This design comes from an exercise in tuning for small area on the open sky130 flow, not from production work. Where RTL was checked, it was by simulation tests only, not by an equivalence proof against the original. Power and IR drop assume default switching activity. No driver is modelled on the clock port, so clocking that relies on it looks cheaper here than on a real chip.

==> flow/design.v <==
module tile_stats_accum #(
    parameter int PIX_WIDTH   = 8,
    parameter int IMG_WIDTH   = 640,
    parameter int IMG_HEIGHT  = 480,
    parameter int TILE_WIDTH  = 16,
    parameter int TILE_HEIGHT = 16,
    localparam int TX_W = $clog2(IMG_WIDTH / TILE_WIDTH),
    localparam int TY_W = $clog2(IMG_HEIGHT / TILE_HEIGHT)
) (
    input  logic                 iClk,
    input  logic                 iRst,
    input  logic                 iValid,
    input  logic                 iSof,
    input  logic [PIX_WIDTH-1:0] iData,
    output logic                 oValid,
    output logic [TX_W-1:0]      oTileX,
    output logic [TY_W-1:0]      oTileY,
    output logic [PIX_WIDTH-1:0] oMean,
    output logic [PIX_WIDTH-1:0] oMin,
    output logic [PIX_WIDTH-1:0] oMax,
    output logic                 oFrameDone
);
    localparam int TILES_X = IMG_WIDTH / TILE_WIDTH;
    localparam int TILES_Y = IMG_HEIGHT / TILE_HEIGHT;
    localparam int LXW     = $clog2(TILE_WIDTH);
    localparam int LYW     = $clog2(TILE_HEIGHT);
    localparam int AREA_W  = $clog2(TILE_WIDTH * TILE_HEIGHT);
    localparam int SUM_W   = PIX_WIDTH + AREA_W;
    localparam int ENT_W   = SUM_W + 2 * PIX_WIDTH;
    logic [LXW-1:0]  lx, eLx;
    logic [LYW-1:0]  ly, eLy;
    logic [TX_W-1:0] col, eCol;
    logic [TY_W-1:0] row, eRow;
    logic            sof, runEnd, lineEnd, tileRowEnd, frameEnd;
    logic            tileFirst, tileLast;
    assign sof  = iValid && iSof;
    assign eLx  = sof ? '0 : lx;
    assign eLy  = sof ? '0 : ly;
    assign eCol = sof ? '0 : col;
    assign eRow = sof ? '0 : row;
    assign runEnd     = &eLx;
    assign lineEnd    = runEnd && (eCol == TX_W'(TILES_X - 1));
    assign tileRowEnd = &eLy;
    assign frameEnd   = tileRowEnd && (eRow == TY_W'(TILES_Y - 1));
    assign tileFirst  = (eLx == '0) && (eLy == '0);
    assign tileLast   = runEnd && tileRowEnd;
    always_ff @(posedge iClk or negedge iRst) begin
        if (!iRst) begin
            lx  <= '0;
            ly  <= '0;
            col <= '0;
            row <= '0;
        end else if (iValid) begin
            lx <= eLx + LXW'(1);
            if (runEnd)
                col <= lineEnd ? '0 : eCol + TX_W'(1);
            else
                col <= eCol;
            if (lineEnd) begin
                ly <= eLy + LYW'(1);
                if (tileRowEnd)
                    row <= frameEnd ? '0 : eRow + TY_W'(1);
                else
                    row <= eRow;
            end else begin
                ly  <= eLy;
                row <= eRow;
            end
        end
    end
    logic                 phase;
    logic                 lxHi, lxLo;         
    logic                 shift, shiftN;
    logic [ENT_W-1:0]     ring [TILES_X];
    logic [ENT_W-1:0]     nxtEnt, ringIn;
    assign shift  = iValid & ~iSof & lxHi;
    assign shiftN = ~iValid | iSof | lxLo;
    always_ff @(posedge iClk or negedge iRst) begin
        if (!iRst) begin
            phase <= 1'b0;
            lxHi  <= 1'b0;
            lxLo  <= 1'b1;
        end else begin
            phase <= ~phase;
            if (iValid) begin
                lxHi <= (eLx == LXW'(TILE_WIDTH - 2));
                lxLo <= (eLx != LXW'(TILE_WIDTH - 2));
            end
        end
    end
    logic [SUM_W-1:0]     curSum, nxtSum, addend;
    logic [PIX_WIDTH-1:0] curMin, curMax, nxtMin, nxtMax, pix;
    logic                 first, takeMin, takeMax;
    assign {curSum, curMin, curMax} = ring[0] ^ {ENT_W{phase}};
    assign first   = iValid & tileFirst;
    assign pix     = iData & {PIX_WIDTH{iValid}};
    assign addend  = SUM_W'(pix);
    assign takeMin = first | (iValid & (pix < curMin));
    assign takeMax = first | (iValid & (pix > curMax));
    assign nxtSum  = (first ? '0 : curSum) + addend;
    assign nxtMin  = takeMin ? pix : curMin;
    assign nxtMax  = takeMax ? pix : curMax;
    assign nxtEnt  = {nxtSum, nxtMin, nxtMax};
    assign ringIn  = nxtEnt ^ {ENT_W{phase}};
    always_ff @(posedge iClk) begin
        ring[0] <= ~((ring[1] | {ENT_W{shiftN}}) & (ringIn | {ENT_W{shift}}));
        for (int i = 1; i < TILES_X - 1; i++)
            ring[i] <= ~((ring[i+1] | {ENT_W{shiftN}}) & (ring[i] | {ENT_W{shift}}));
        ring[TILES_X-1] <= ~((ringIn | {ENT_W{shiftN}}) & (ring[TILES_X-1] | {ENT_W{shift}}));
    end
    logic rec;
    assign rec = iValid && tileLast;
    always_ff @(posedge iClk or negedge iRst) begin
        if (!iRst) begin
            oValid     <= 1'b0;
            oTileX     <= '0;
            oTileY     <= '0;
            oMean      <= '0;
            oMin       <= '0;
            oMax       <= '0;
            oFrameDone <= 1'b0;
        end else begin
            oValid     <= rec;
            oFrameDone <= rec && lineEnd && frameEnd;
            if (rec) begin
                oTileX <= eCol;
                oTileY <= eRow;
                oMean  <= nxtSum[SUM_W-1:AREA_W];
                oMin   <= nxtMin;
                oMax   <= nxtMax;
            end
        end
    end
endmodule
Settings: LEC_CHECK=0, CAP_MARGIN=20, CORE_MARGIN=2, CORE_UTILIZATION=65, PLACE_DENSITY=0.8, SLEW_MARGIN=20; clock period 8.0 ns.
standard.sh (not shown) runs the stock make flow with config.mk's settings and CLKGATE_MAP_FILE= SYNTH_SCRIPT=/design/flow/synth_recipe.tcl, a recipe that flattens the netlist after the stock synthesis.
==> flow/flow/run.sh <==
#!/bin/bash
# The standard layout with these changes to how it is built:
# - after the standard synthesis, its combinational logic is mapped again for
#   area with a few ABC scripts (flow/abc_*.abc), and the smallest result is
#   kept; every register stays the instance the standard synthesis made, with
#   its name, cell type and connections;
# - the port buffers are made from the smallest buffer cell instead of the one
#   buffer_ports picks by itself (every port still gets a buffer);
# - clock tree synthesis adds no dummy loads to balance the tree.
# Each tool run writes its full output to a log of its own in this folder.
set -euo pipefail
export BUFFER_PORTS_ARGS="-buffer_cell sky130_fd_sc_hd__buf_1"
export CTS_ARGS="-sink_clustering_enable -repair_clock_nets -sink_clustering_size 34 -sink_clustering_max_diameter 80 -buf_list sky130_fd_sc_hd__clkbuf_16 -dont_use_dummy_load"

res=orfs/results/$FLOW_PLATFORM/tile_stats_accum/base
plat=$FLOW_HOME/platforms/$FLOW_PLATFORM
lib=$plat/lib/sky130_fd_sc_hd__tt_025C_1v80.lib
yosys_bin=$FLOW_HOME/../tools/install/yosys/bin/yosys
[[ -x $yosys_bin ]] || yosys_bin=yosys

bash standard.sh synth > standard_synth.log 2>&1
cp $res/1_2_yosys.v standard_synth.v

# Cells the platform marks don't-use stay out of the new mapping.
dont_use=$(sed -n '/DONT_USE_CELLS += /,/^#/p' $plat/config.mk | grep -o 'sky130_fd_sc_hd__[a-z0-9_]*' | sed 's/^/-dont_use /' | tr '\n' ' ')
# Sequential cells stay black boxes, so no register is touched.
seq=$(grep -oE '^\s*sky130_fd_sc_hd__[a-z0-9_]+' standard_synth.v | sort -u | grep -E '__(df|edf|sdf|sedf|dl)' | tr '\n' ' ')

best=standard_synth.v
best_area=
for script in flow/abc_*.abc; do
  for pre in plain generic; do
    name=resyn_$(basename $script .abc)_$pre
    if [[ $pre == generic ]]; then
      first="abc -g AND,NAND,OR,NOR,XOR,XNOR,MUX
opt -fast"
    else
      first=""
    fi
    cat > $name.ys <<EOF
read_liberty -ignore_miss_func $lib
read_verilog standard_synth.v
hierarchy -top $FLOW_TOP
blackbox $seq
flatten
hierarchy -top $FLOW_TOP
techmap
opt -fast
$first
abc -liberty $lib $dont_use -script $script
opt_clean
stat -liberty $lib
write_verilog -noattr -noexpr -nohex -nodec $name.v
EOF
    if $yosys_bin -p "script $name.ys" > $name.log 2>&1; then
      area=$(grep 'Chip area' $name.log | tail -1 | awk '{print $NF}')
      echo "$name $area" >> resyn_areas.txt
      if [[ -z $best_area ]] || awk "BEGIN {exit !($area < $best_area)}"; then
        best=$name.v
        best_area=$area
      fi
    fi
  done
done
echo "kept $best $best_area" >> resyn_areas.txt

cp $best $res/1_2_yosys.v
rm -f $res/1_synth.odb $res/1_synth.sdc
bash standard.sh > standard_flow.log 2>&1
Other scripts of this flow, unchanged in this note and not shown: flow/flow/abc_a.abc, flow/flow/abc_b.abc, flow/flow/abc_c.abc, flow/flow/abc_d.abc
Edit:
--- a/flow/design.v
+++ b/flow/design.v
@@ -70,14 +70,14 @@
     end
     logic                 phase;
     logic                 lxHi, lxLo;         
     logic                 shift, shiftN;
     logic [ENT_W-1:0]     ring [TILES_X];
     logic [ENT_W-1:0]     nxtEnt, ringIn;
-    assign shift  = iValid & ~iSof & lxHi;
-    assign shiftN = ~iValid | iSof | lxLo;
+    assign shift  = (iValid & ~iSof & lxHi) | ~iRst;
+    assign shiftN = ~iValid | iSof | lxLo | ~iRst;
     always_ff @(posedge iClk or negedge iRst) begin
         if (!iRst) begin
             phase <= 1'b0;
             lxHi  <= 1'b0;
             lxLo  <= 1'b1;
         end else begin
Critical path depth is lower by 2.
Maximum frequency shrinks by 8.3%.
Non-clock buffer count grows by 2.
Clock skew is lower by 0.029 ns.
Total power decreases by about 11%.
Clock power came out lower by about 3%.
Area after synthesis hardly moves.
Final area stays flat.
Hold slack is better by 0.071 ns.
Global-route usage goes down by 1.0 points.
First-iteration DRC count went up by 18%.
Utilization rose by 0.62 points.
Cell count fell by about 0.7%.
No functional check of the RTL was part of the first run of this note.

-- separate check: timing with driven ports --
The results above use ideal ports. As a check the final layouts listed here were re-extracted and re-timed, cells and wires unchanged. Step 1, drivers: a clkbuf_16 drives iClk and a buf_2 each remaining input, both assumed. Step 2, shift: input delay + t, output delay - t, t = (earliest + latest rising clock arrival at the registers) / 2. This alone moves slack from input paths to output paths. a / b / c = no drivers / after step 1 / after step 2; a / b = the first two.
run | t (ns) | setup slack, ns | worst setup path at the end | worst slew at a driven data input, ns
the first run | 0.657 | 1.358 / 1.389 / 0.731 | input to register | 0.03
the second run | 0.667 | 0.756 / 0.786 / 0.118 | input to register | 0.13
After both steps setup and hold are still met in every run listed. The setup slack of the second run, which loses most, moves by +0.030 ns with the drivers and by -0.638 ns with both steps.
